This is an optimization exercise on Yosys and OpenROAD, whose aim is small area, not a production implementation. Function was checked by simulation only, so behaviour that the tests miss may differ from the original. Power and IR drop assume default switching activity.

job 7085:
==> flow/design.v (excerpt) <==
module bubble_pool
#(
   parameter int NUM_SLOTS = 8,
   parameter int MAX_SIZE  = 3,
   parameter int BASE_DIAM = 8,
   parameter int SCREEN_W  = 640,
   parameter int FLOOR_Y   = 440,
   parameter int X_SPEED   = 2,
   parameter int GRAVITY   = 1
)(
   input  logic                          clk,
   input  logic                          reset,
   input  logic                          startOfFrame,
   input  logic                          spawn_valid,
   output logic                          spawn_ready,
   input  logic [2:0]                    spawn_size,
   input  logic [10:0]                   spawn_x,
   input  logic [10:0]                   spawn_y,
   input  logic                          spawn_dir,
   input  logic                          hit_valid,
   input  logic [$clog2(NUM_SLOTS)-1:0]  hit_slot,
   input  logic [10:0]                   pixelX,
   input  logic [10:0]                   pixelY,
   output logic                          drawingRequest,
   output logic [$clog2(NUM_SLOTS)-1:0]  drawSlot,
   output logic [2:0]                    drawSize,
   output logic [10:0]                   offsetX,
   output logic [10:0]                   offsetY,
   output logic [$clog2(NUM_SLOTS):0]    activeCount,
   output logic                          split,
   output logic                          allCleared
);
Settings: LEC_CHECK=0, CAP_MARGIN=20, CORE_MARGIN=2, CORE_UTILIZATION=40, SLEW_MARGIN=20, CTS_ARGS=-sink_clustering_enable -repair_clock_nets -dont_use_dummy_load, BUFFER_PORTS_ARGS=-buffer_cell sky130_fd_sc_hd__buf_1; clock period 10.0 ns.
standard.sh (not shown) runs the stock make flow with config.mk's settings and CLKGATE_MAP_FILE= SYNTH_SCRIPT=/design/flow/synth_recipe.tcl, a recipe that flattens the netlist after the stock synthesis.
==> flow/flow/run.sh <==
#!/bin/bash
# Layout flow: the standard ORFS flow (standard.sh) with these changes to how the layout
# is built:
#  - synthesis is the standard one (synth_recipe.tcl), but ABC maps the logic with the
#    area-oriented script flow/abc_area.script (read through a scripts folder that is ORFS's
#    own, file for file, except for that script);
#  - clock tree synthesis without dummy load cells;
#  - the smallest buffer for the port buffers.
# Each tool's output goes to a log in this folder (synth.log, standard.log); ORFS also keeps
# its per-step logs under orfs/logs/.
set -euo pipefail
work=$(pwd)
mkdir -p scripts_abc
for f in "$FLOW_HOME"/scripts/*; do
  ln -s "$f" scripts_abc/
done
rm scripts_abc/abc_speed.script
cp flow/abc_area.script scripts_abc/abc_speed.script
cat >> config.mk <<'EOC'
export CTS_ARGS = -sink_clustering_enable -repair_clock_nets -dont_use_dummy_load
export BUFFER_PORTS_ARGS = -buffer_cell sky130_fd_sc_hd__buf_1
EOC
bash standard.sh SCRIPTS_DIR="$work/scripts_abc" synth > synth.log 2>&1
bash standard.sh > standard.log 2>&1
==> flow/flow/abc_area.script <==
strash
dch
amap
topo
stime -c
Setup changes, job 7085 to job 4358
- changing CTS_ARGS from -sink_clustering_enable -repair_clock_nets -dont_use_dummy_load to -sink_clustering_enable -repair_clock_nets -dont_use_dummy_load -buf_list sky130_fd_sc_hd__clkbuf_4 -sink_clustering_size 8 -sink_clustering_max_diameter 40
==> flow/flow/run.sh <==
#!/bin/bash
# Layout flow: the standard ORFS flow (standard.sh), with two changes to how the layout
# is built: clock tree synthesis without dummy load cells, and the smallest buffer for the
# port buffers. Every tool's output goes to standard.log in this folder (ORFS also keeps its
# per-step logs under orfs/logs/).
set -euo pipefail
cat >> config.mk <<'EOC'
export CTS_ARGS = -sink_clustering_enable -repair_clock_nets -dont_use_dummy_load -buf_list sky130_fd_sc_hd__clkbuf_4 -sink_clustering_size 8 -sink_clustering_max_diameter 40
export BUFFER_PORTS_ARGS = -buffer_cell sky130_fd_sc_hd__buf_1
EOC
bash standard.sh > standard.log 2>&1
removed: flow/flow/abc_area.script
--- outcome ---
Looking at the reports, job 4358 completed the entire flow and the layout it produced met the timing, design-rule and antenna checks.
Job 7085 | status: complete | timing, DRC, antenna: pass
Highest achievable clock rate (job 4358 vs. job 7085) increases by a few percent
The run showing the greater clock period minus final worst setup slack is job 7085.
Wire length of the first global-routing pass: job 4358 vs job 7085 up 5.8%
Relative to job 7085, share of power burned in the clock network has gone down in job 4358.
[job 4358] hold slack fell 0.0032 ns relative to job 7085
Power (job 4358 over job 7085): decrease, about 33%
The final clock period utilization by the worst path number comes out lower for job 4358 vs job 7085.

---

## run A
bubble_pool again, from the RTL that the note above started with.
Design bubble_pool, start of the top module:
module bubble_pool
#(
   parameter int NUM_SLOTS = 8,
   parameter int MAX_SIZE  = 3,
   parameter int BASE_DIAM = 8,
   parameter int SCREEN_W  = 640,
   parameter int FLOOR_Y   = 440,
   parameter int X_SPEED   = 2,
   parameter int GRAVITY   = 1
)(
   input  logic                          clk,
   input  logic                          reset,
   input  logic                          startOfFrame,
   input  logic                          spawn_valid,
   output logic                          spawn_ready,
   input  logic [2:0]                    spawn_size,
   input  logic [10:0]                   spawn_x,
   input  logic [10:0]                   spawn_y,
   input  logic                          spawn_dir,
   input  logic                          hit_valid,
   input  logic [$clog2(NUM_SLOTS)-1:0]  hit_slot,
   input  logic [10:0]                   pixelX,
   input  logic [10:0]                   pixelY,
   output logic                          drawingRequest,
   output logic [$clog2(NUM_SLOTS)-1:0]  drawSlot,
   output logic [2:0]                    drawSize,
   output logic [10:0]                   offsetX,
   output logic [10:0]                   offsetY,
   output logic [$clog2(NUM_SLOTS):0]    activeCount,
   output logic                          split,
   output logic                          allCleared
);
clock: 10.0 ns
lec_check: 0
cap_margin: 20
core_margin: 2
core_utilization: 40
slew_margin: 20
cts_args: -sink_clustering_enable -repair_clock_nets -dont_use_dummy_load -buf_list sky130_fd_sc_hd__clkbuf_16 -sink_clustering_size 40 -sink_clustering_max_diameter 100
buffer_ports_args: -buffer_cell sky130_fd_sc_hd__buf_1
==> flow/flow/run.sh <==
#!/bin/bash
# Layout flow: the standard ORFS flow (standard.sh) with these changes to how the layout
# is built:
#  - synthesis is the standard one (synth_recipe.tcl), but ABC maps the logic with the
#    area-oriented script flow/abc_area.script (read through a scripts folder that is ORFS's
#    own, file for file, except for that script);
#  - clock tree synthesis without dummy load cells;
#  - the smallest buffer for the port buffers.
# Each tool's output goes to a log in this folder (synth.log, standard.log); ORFS also keeps
# its per-step logs under orfs/logs/.
set -euo pipefail
work=$(pwd)
mkdir -p scripts_abc
for f in "$FLOW_HOME"/scripts/*; do
  ln -s "$f" scripts_abc/
done
rm scripts_abc/abc_speed.script
cp flow/abc_area.script scripts_abc/abc_speed.script
cat >> config.mk <<'EOC'
export CTS_ARGS = -sink_clustering_enable -repair_clock_nets -dont_use_dummy_load -buf_list sky130_fd_sc_hd__clkbuf_16 -sink_clustering_size 40 -sink_clustering_max_diameter 100
export BUFFER_PORTS_ARGS = -buffer_cell sky130_fd_sc_hd__buf_1
EOC
bash standard.sh SCRIPTS_DIR="$work/scripts_abc" synth > synth.log 2>&1
bash standard.sh > standard.log 2>&1
==> flow/flow/abc_area.script <==
strash
dch
amap
strash
dch
amap
topo
stime -c
Run A went all the way through synthesis, placement and routing and the layout is clean on timing, DRC and antenna.
Setup changes, run A to run B
- CORE_UTILIZATION: 40 -> 55
- CTS_ARGS: -sink_clustering_enable -repair_clock_nets -dont_use_dummy_load -buf_list sky130_fd_sc_hd__clkbuf_16 -sink_clustering_size 40 -sink_clustering_max_diameter 100 -> -sink_clustering_enable -repair_clock_nets -dont_use_dummy_load -buf_list sky130_fd_sc_hd__clkbuf_8 -sink_clustering_size 20 -sink_clustering_max_diameter 55
- SKIP_REPAIR_TIE_FANOUT: unset -> 1
diff --git a/flow/flow/run.sh b/flow/flow/run.sh
--- a/flow/flow/run.sh
+++ b/flow/flow/run.sh
@@ -20 +20,2 @@
-export CTS_ARGS = -sink_clustering_enable -repair_clock_nets -dont_use_dummy_load -buf_list sky130_fd_sc_hd__clkbuf_16 -sink_clustering_size 40 -sink_clustering_max_diameter 100
+export CTS_ARGS = -sink_clustering_enable -repair_clock_nets -dont_use_dummy_load -buf_list sky130_fd_sc_hd__clkbuf_8 -sink_clustering_size 20 -sink_clustering_max_diameter 55
+export SKIP_REPAIR_TIE_FANOUT = 1
==> flow/flow/abc_area.script <==
strash
dch
amap
strash
dch
amap
strash
dch
amap
topo
stime -c
==> comparison <==
- Count of placed standard cells including taps down 7.7% in run B wrt run A
- Compared with run A, in run B die area decreased 27%, wire length now sits lower, sum of internal, switching and leakage power comparable, synthesis-to-finish area growth fell by 0.82 points, clock group power shows no meaningful change.
- Of the two values seen for worst setup path endpoint, s_yn[50] was produced by run B and d_oy[2] by run A.
- Per the final summary, run B finished and its layout is clean on timing, DRC and antenna.
- Compared with run A, in run B worst hold slack across all endpoints shrank by 0.014 ns, actual slew at the worst max-slew pin grew by 0.14 ns, simple-gate share of the synthesized area shrank by 0.28 points, wire length on met2 shrank by 1100 um, fraction of final layout cells with drive strength greater than 1 grew by 1.2 points.
- Run B vs run A, source of the critical timing path: isel[4] vs pixelY[1]
What run C does differently from run B at the input level:
- a deleted SKIP_REPAIR_TIE_FANOUT that had been 1
- a change of CORE_UTILIZATION from 55 to 40
- a change of CTS_ARGS from -sink_clustering_enable -repair_clock_nets -dont_use_dummy_load -buf_list sky130_fd_sc_hd__clkbuf_8 -sink_clustering_size 20 -sink_clustering_max_diameter 55 to -sink_clustering_enable -repair_clock_nets -dont_use_dummy_load -buf_list sky130_fd_sc_hd__clkbuf_4 -sink_clustering_size 10 -sink_clustering_max_diameter 45
diff --git a/flow/flow/run.sh b/flow/flow/run.sh
--- a/flow/flow/run.sh
+++ b/flow/flow/run.sh
@@ -20,2 +20 @@
-export CTS_ARGS = -sink_clustering_enable -repair_clock_nets -dont_use_dummy_load -buf_list sky130_fd_sc_hd__clkbuf_8 -sink_clustering_size 20 -sink_clustering_max_diameter 55
-export SKIP_REPAIR_TIE_FANOUT = 1
+export CTS_ARGS = -sink_clustering_enable -repair_clock_nets -dont_use_dummy_load -buf_list sky130_fd_sc_hd__clkbuf_4 -sink_clustering_size 10 -sink_clustering_max_diameter 45
==> flow/flow/abc_area.script <==
strash
dch
amap
strash
dch
amap
topo
stime -c
## What came out
On sum of met3 wire segment lengths after detailed routing: run C sits below run B. The lower post-place instance area came out of run B. Run C gives more count of clock-buffer cells in the layout than run B did. The area growth from synthesis to layout number comes out lower for run B vs run C. Required time at the endpoint of the critical path ends up lower on run B. Maximum clock frequency, run B and run C, higher one = run C. For run C, the capture point of the worst path was s_yn[5], unlike run B, where it was s_yn[50]. Delta (run C minus run B): global-route usage went down; share of the clock period used by the worst path after layout -2.1 points; number of global-route vias before repair rose 423. Run B and run C ended up with roughly the same via count. Re slack of the critical path: run B and run C aren't equal, and the higher value belongs to run C.
Here is what was changed in the inputs of run D compared with run C.
- CTS_ARGS: -sink_clustering_enable -repair_clock_nets -dont_use_dummy_load -buf_list sky130_fd_sc_hd__clkbuf_4 -sink_clustering_size 10 -sink_clustering_max_diameter 45 -> -sink_clustering_enable -repair_clock_nets -dont_use_dummy_load -buf_list "sky130_fd_sc_hd__clkbuf_8 sky130_fd_sc_hd__clkbuf_16" -sink_clustering_size 24 -sink_clustering_max_diameter 60
diff --git a/flow/flow/run.sh b/flow/flow/run.sh
--- a/flow/flow/run.sh
+++ b/flow/flow/run.sh
@@ -20 +20 @@
-export CTS_ARGS = -sink_clustering_enable -repair_clock_nets -dont_use_dummy_load -buf_list sky130_fd_sc_hd__clkbuf_4 -sink_clustering_size 10 -sink_clustering_max_diameter 45
+export CTS_ARGS = -sink_clustering_enable -repair_clock_nets -dont_use_dummy_load -buf_list "sky130_fd_sc_hd__clkbuf_8 sky130_fd_sc_hd__clkbuf_16" -sink_clustering_size 24 -sink_clustering_max_diameter 60
Notes after the runs:
- Compared with run C, final-stage net count in run D decreased slightly.
- Design area of run D exceeds that of run C slightly.
- Side by side, share of the core filled with cells in the final layout turned out higher in run D than in run C.
- Total power: run D above run C
- Maximum level of the CTS H-tree for run D: 1 down relative to run C
- Against run C, run D reports a fraction of final layout cells with drive strength greater than 1 that is lower.
Changes in run E relative to run D:
- a change of CTS_ARGS from -sink_clustering_enable -repair_clock_nets -dont_use_dummy_load -buf_list "sky130_fd_sc_hd__clkbuf_8 sky130_fd_sc_hd__clkbuf_16" -sink_clustering_size 24 -sink_clustering_max_diameter 60 to -sink_clustering_enable -repair_clock_nets -dont_use_dummy_load
==> flow/flow/run.sh <==
#!/bin/bash
# Layout flow: the standard ORFS flow (standard.sh), with two changes to how the layout
# is built: clock tree synthesis without dummy load cells, and the smallest buffer for the
# port buffers. Every tool's output goes to standard.log in this folder (ORFS also keeps its
# per-step logs under orfs/logs/).
set -euo pipefail
cat >> config.mk <<'EOC'
export CTS_ARGS = -sink_clustering_enable -repair_clock_nets -dont_use_dummy_load
export BUFFER_PORTS_ARGS = -buffer_cell sky130_fd_sc_hd__buf_1
EOC
bash standard.sh > standard.log 2>&1
removed: flow/flow/abc_area.script
### Flow results
- Side by side, proportion of layout cells with a drive suffix above 1 turned out higher in run E than in run D.
- Summary of run E over run D: setup slack went down; fraction of cell area in non-clock buffers shows a reduction of 0.35 points; area share of fa/ha/maj cells after synthesis went down; height of the die went up by 2.6%.
- In run E, the clock tree buffer count of the final layout came out 9 above the value in run D.
- Post-route cell area: run E vs run D up 4.1%
- Looking at combinational share of power, run E sits 14 points lower than run D does.
- Compared with run D, in run E sequential share of layout area now smaller, post-place instance area went up about 3%.
- Run E vs run D: maximum vdd drop down by more than 10%
Input changes introduced in run F (baseline for comparison: run E):
- SKIP_REPAIR_TIE_FANOUT now 1, previously not set
- CTS_ARGS now -sink_clustering_enable -repair_clock_nets -dont_use_dummy_load -root_buf sky130_fd_sc_hd__clkbuf_8 -buf_list sky130_fd_sc_hd__clkbuf_8 -sink_clustering_buffer sky130_fd_sc_hd__clkbuf_4 -sink_clustering_size 10 -sink_clustering_max_diameter 40, was -sink_clustering_enable -repair_clock_nets -dont_use_dummy_load
==> flow/flow/run.sh <==
#!/bin/bash
# Layout flow: the standard ORFS flow (standard.sh) with these changes to how the layout
# is built:
#  - synthesis is the standard one (synth_recipe.tcl), but ABC maps the logic with the
#    area-oriented script flow/abc_area.script (read through a scripts folder that is ORFS's
#    own, file for file, except for that script);
#  - clock tree synthesis without dummy load cells;
#  - the smallest buffer for the port buffers.
# Each tool's output goes to a log in this folder (synth.log, standard.log); ORFS also keeps
# its per-step logs under orfs/logs/.
set -euo pipefail
work=$(pwd)
mkdir -p scripts_abc
for f in "$FLOW_HOME"/scripts/*; do
  ln -s "$f" scripts_abc/
done
rm scripts_abc/abc_speed.script
cp flow/abc_area.script scripts_abc/abc_speed.script
cat >> config.mk <<'EOC'
export CTS_ARGS = -sink_clustering_enable -repair_clock_nets -dont_use_dummy_load -root_buf sky130_fd_sc_hd__clkbuf_8 -buf_list sky130_fd_sc_hd__clkbuf_8 -sink_clustering_buffer sky130_fd_sc_hd__clkbuf_4 -sink_clustering_size 10 -sink_clustering_max_diameter 40
export SKIP_REPAIR_TIE_FANOUT = 1
export BUFFER_PORTS_ARGS = -buffer_cell sky130_fd_sc_hd__buf_1
EOC
bash standard.sh SCRIPTS_DIR="$work/scripts_abc" synth > synth.log 2>&1
bash standard.sh > standard.log 2>&1
==> flow/flow/abc_area.script (new file) <==
strash
dch
amap
strash
dch
amap
strash
dch
amap
topo
stime -c
### Flow results
Met3 track demand over resource: run F vs run E — no meaningful difference
Total power of run F is higher than that of run E.
Global routing usage on met1 was higher in run F than in run E.
| fraction of power consumed by the clock network | higher: run E |
Between run F and run E, it is run F whose combinational group share of total power is higher, by 16 points.

---

Starting RTL as in the previous note.
==> flow/config.mk <==
export PLATFORM = sky130hd
export DESIGN_NAME = bubble_pool
export DESIGN_NICKNAME = bubble_pool
export VERILOG_FILES = /design/flow/design.v
export SDC_FILE = /design/flow/constraint.sdc
export NUM_CORES = 4
export LEC_CHECK = 0
export CAP_MARGIN = 20
export CORE_MARGIN = 2
export CORE_UTILIZATION = 40
export SLEW_MARGIN = 20
export CTS_ARGS = -sink_clustering_enable -repair_clock_nets -dont_use_dummy_load -buf_list sky130_fd_sc_hd__clkbuf_16 -sink_clustering_size 30 -sink_clustering_max_diameter 60
export BUFFER_PORTS_ARGS = -buffer_cell sky130_fd_sc_hd__buf_1
==> flow/constraint.sdc <==
create_clock -name core_clock -period 10.0 [get_ports {clk}]
set_input_delay 2.0000 -clock core_clock [delete_from_list [all_inputs] [get_ports {clk}]]
set_output_delay 2.0000 -clock core_clock [all_outputs]
set_load 0.01 [all_outputs]
==> flow/flow/run.sh <==
#!/bin/bash
# Layout flow: the standard ORFS flow (standard.sh) with these changes to how the layout
# is built:
#  - synthesis is the standard one (synth_recipe.tcl), but ABC maps the logic with the
#    area-oriented script flow/abc_area.script (read through a scripts folder that is ORFS's
#    own, file for file, except for that script);
#  - clock tree synthesis without dummy load cells;
#  - the smallest buffer for the port buffers.
# Each tool's output goes to a log in this folder (synth.log, standard.log); ORFS also keeps
# its per-step logs under orfs/logs/.
set -euo pipefail
work=$(pwd)
mkdir -p scripts_abc
for f in "$FLOW_HOME"/scripts/*; do
  ln -s "$f" scripts_abc/
done
rm scripts_abc/abc_speed.script
cp flow/abc_area.script scripts_abc/abc_speed.script
cat >> config.mk <<'EOC'
export CTS_ARGS = -sink_clustering_enable -repair_clock_nets -dont_use_dummy_load -buf_list sky130_fd_sc_hd__clkbuf_16 -sink_clustering_size 30 -sink_clustering_max_diameter 60
export BUFFER_PORTS_ARGS = -buffer_cell sky130_fd_sc_hd__buf_1
EOC
bash standard.sh SCRIPTS_DIR="$work/scripts_abc" synth > synth.log 2>&1
bash standard.sh > standard.log 2>&1
==> flow/flow/abc_area.script <==
strash
dch
amap
strash
dch
amap
topo
stime -c
==> next run, changes <==
--- a/flow/flow/run.sh
+++ b/flow/flow/run.sh
@@ -20 +20,2 @@
-export CTS_ARGS = -sink_clustering_enable -repair_clock_nets -dont_use_dummy_load -buf_list sky130_fd_sc_hd__clkbuf_16 -sink_clustering_size 30 -sink_clustering_max_diameter 60
+export CTS_ARGS = -sink_clustering_enable -repair_clock_nets -dont_use_dummy_load -buf_list sky130_fd_sc_hd__clkbuf_8 -sink_clustering_size 16 -sink_clustering_max_diameter 60
+export SKIP_REPAIR_TIE_FANOUT = 1
==> flow/flow/abc_area.script (replaced) <==
strash
dch
amap
strash
dch
amap
strash
dch
amap
topo
stime -c
Settings changed: CTS_ARGS -sink_clustering_enable -repair_clock_nets -dont_use_dummy_load -buf_list sky130_fd_sc_hd__clkbuf_16 -sink_clustering_size 30 -sink_clustering_max_diameter 60 to -sink_clustering_enable -repair_clock_nets -dont_use_dummy_load -buf_list sky130_fd_sc_hd__clkbuf_8 -sink_clustering_size 16 -sink_clustering_max_diameter 60, SKIP_REPAIR_TIE_FANOUT set to 1.
=>
- via count rose by 1.1%
- wire length falls by 0.40%
- maximum frequency is lower by 4.9%
- final cell count drops by 0.72%
- worst setup slack degrades by 0.45 ns
- worst hold slack is better by 0.0057 ns
- first-iteration DRC count increases by 3.7%
- synthesized area barely changes
- cell area drops by 1.5%
==> next run, changes <==
==> flow/flow/run.sh (replaced) <==
#!/bin/bash
# Layout flow: the standard ORFS flow (standard.sh), with two changes to how the layout
# is built: clock tree synthesis without dummy load cells, and the smallest buffer for the
# port buffers. Every tool's output goes to standard.log in this folder (ORFS also keeps its
# per-step logs under orfs/logs/).
set -euo pipefail
cat >> config.mk <<'EOC'
export CTS_ARGS = -sink_clustering_enable -repair_clock_nets -dont_use_dummy_load -buf_list sky130_fd_sc_hd__clkbuf_8 -sink_clustering_size 16 -sink_clustering_max_diameter 60
export BUFFER_PORTS_ARGS = -buffer_cell sky130_fd_sc_hd__buf_1
EOC
bash standard.sh > standard.log 2>&1
Settings changed: SKIP_REPAIR_TIE_FANOUT 1 to not set.
removed: flow/flow/abc_area.script
Combinational power drops by well over a third.
Die area grows by a few percent.
Worst setup slack gets better by 0.37 ns.
Clock power is about the same.
Global-route usage came out higher by 0.28 points.
Final area is higher by a few percent.
Wire length rises by a few percent.
Final cell count increases by a few percent.
Critical path depth is unchanged.
Fmax rises by a few percent.
==> next run, changes <==
==> flow/flow/run.sh (replaced) <==
#!/bin/bash
# Layout flow: the standard ORFS flow (standard.sh) with these changes to how the layout
# is built:
#  - synthesis is the standard one (synth_recipe.tcl), but ABC maps the logic with the
#    area-oriented script flow/abc_area.script (read through a scripts folder that is ORFS's
#    own, file for file, except for that script);
#  - clock tree synthesis without dummy load cells;
#  - the smallest buffer for the port buffers.
# Each tool's output goes to a log in this folder (synth.log, standard.log); ORFS also keeps
# its per-step logs under orfs/logs/.
set -euo pipefail
work=$(pwd)
mkdir -p scripts_abc
for f in "$FLOW_HOME"/scripts/*; do
  ln -s "$f" scripts_abc/
done
rm scripts_abc/abc_speed.script
cp flow/abc_area.script scripts_abc/abc_speed.script
cat >> config.mk <<'EOC'
export CTS_ARGS = -sink_clustering_enable -repair_clock_nets -dont_use_dummy_load -buf_list sky130_fd_sc_hd__clkbuf_8 -sink_clustering_size 20 -sink_clustering_max_diameter 50
export BUFFER_PORTS_ARGS = -buffer_cell sky130_fd_sc_hd__buf_1
EOC
bash standard.sh SCRIPTS_DIR="$work/scripts_abc" synth > synth.log 2>&1
bash standard.sh > standard.log 2>&1
==> flow/flow/abc_area.script (new file) <==
strash
dch
amap
strash
dch
amap
topo
stime -c
Settings changed: CORE_UTILIZATION 40 to 65, CTS_ARGS -sink_clustering_enable -repair_clock_nets -dont_use_dummy_load -buf_list sky130_fd_sc_hd__clkbuf_8 -sink_clustering_size 16 -sink_clustering_max_diameter 60 to -sink_clustering_enable -repair_clock_nets -dont_use_dummy_load -buf_list sky130_fd_sc_hd__clkbuf_8 -sink_clustering_size 20 -sink_clustering_max_diameter 50.
=> Worst setup slack is better by 0.13 ns; critical path depth falls by 3; maximum frequency grows by 1.5%; core utilization came out higher by 28 points; design area decreases by 4.1%; total power grows by 30%; cell count shrinks by 13%.
==> next run, changes <==
--- a/flow/flow/run.sh
+++ b/flow/flow/run.sh
@@ -20 +20,2 @@
-export CTS_ARGS = -sink_clustering_enable -repair_clock_nets -dont_use_dummy_load -buf_list sky130_fd_sc_hd__clkbuf_8 -sink_clustering_size 20 -sink_clustering_max_diameter 50
+export CTS_ARGS = -sink_clustering_enable -repair_clock_nets -dont_use_dummy_load -root_buf sky130_fd_sc_hd__clkbuf_8 -buf_list sky130_fd_sc_hd__clkbuf_4 -sink_clustering_buffer sky130_fd_sc_hd__clkbuf_2 -sink_clustering_size 6 -sink_clustering_max_diameter 30
+export SKIP_REPAIR_TIE_FANOUT = 1
==> flow/flow/abc_area.script (replaced) <==
strash
dch
amap
strash
dch
amap
strash
dch
amap
topo
stime -c
Settings changed: CORE_UTILIZATION 65 to 40, CTS_ARGS -sink_clustering_enable -repair_clock_nets -dont_use_dummy_load -buf_list sky130_fd_sc_hd__clkbuf_8 -sink_clustering_size 20 -sink_clustering_max_diameter 50 to -sink_clustering_enable -repair_clock_nets -dont_use_dummy_load -root_buf sky130_fd_sc_hd__clkbuf_8 -buf_list sky130_fd_sc_hd__clkbuf_4 -sink_clustering_buffer sky130_fd_sc_hd__clkbuf_2 -sink_clustering_size 6 -sink_clustering_max_diameter 30, SKIP_REPAIR_TIE_FANOUT set to 1.
The new run finished clean.
Synthesized area is about the same.
Clock power goes up by a few percent.
Setup slack gets worse by 0.46 ns.
Total power goes up slightly.
Critical path depth goes up by 3.
Clock skew goes up by 0.038 ns.
Core utilization goes down by 27 points.
Register-to-register slack gets worse by 0.46 ns.
Count of clock-buffer cells in the layout goes up by 44.
Final area goes up slightly.

## re-timing with driven ports
How much do the figures lean on ideal ports? The routed layouts below were timed once more, with nothing changed but the port constraints. Step 1 sets driving cells, clkbuf_16 on the clock port and buf_2 on the other inputs (assumed; they add their load-dependent delay and slew). Step 2 adds t to the input delays and takes it off the output delays; t is the mean of the earliest and latest rising clock arrival at the registers after step 1. Input paths then give back, and output paths get back, about the clock's delay inside the block. a / b / c = ideal ports / drivers / drivers and shift; a / b = the first two.
run | t, ns | setup slack, ns | worst hold slack (ns) | worst setup path at the end | worst data-port slew with drivers (ns)
job 7085 | 0.562 | 1.017 / 1.017 / 0.514 | 0.476 / 0.476 / 0.476 | input to register | 0.05
job 4358 | 0.822 | 1.334 / 1.356 / 0.534 | 0.472 / 0.472 / 0.472 | input to register | 0.04
run A | 0.574 | 1.253 / 1.267 / 0.693 | 0.493 / 0.493 / 0.493 | input to register | 0.04
run B | 0.652 | 1.052 / 1.052 / 0.742 | 0.479 / 0.479 / 0.479 | input to register | 0.06
run C | 0.734 | 1.260 / 1.260 / 0.740 | 0.482 / 0.482 / 0.482 | input to register | 0.04
run D | 0.597 | 1.282 / 1.282 / 0.757 | 0.478 / 0.478 / 0.478 | input to register | 0.04
run E | 0.587 | 1.120 / 1.147 / 0.560 | 0.470 / 0.470 / 0.470 | input to register | 0.04
run F | 0.644 | 0.747 / 0.747 / 0.554 | 0.485 / 0.485 / 0.485 | input to register | 0.04
the first run of note 3 | 0.597 | 1.282 / 1.282 / 0.757 | 0.478 / 0.478 / 0.478 | input to register | 0.04
the second run of note 3 | 0.644 | 0.830 / 0.830 / 0.595 | 0.484 / 0.484 / 0.484 | input to register | 0.04
the third run of note 3 | 0.674 | 1.204 / 1.231 / 0.556 | 0.475 / 0.475 / 0.475 | input to register | 0.04
the fourth run of note 3 | 0.655 | 1.335 / 1.335 / 0.869 | 0.476 / 0.476 / 0.476 | input to register | 0.06
the fifth run of note 3 | 0.625 | 0.871 / 0.871 / 0.558 | 0.480 / 0.480 / 0.480 | input to register | 0.04
After both steps setup and hold are still met in every run listed. The setup slack of job 4358, which loses most, moves by +0.022 ns with the drivers and by -0.800 ns with both steps.
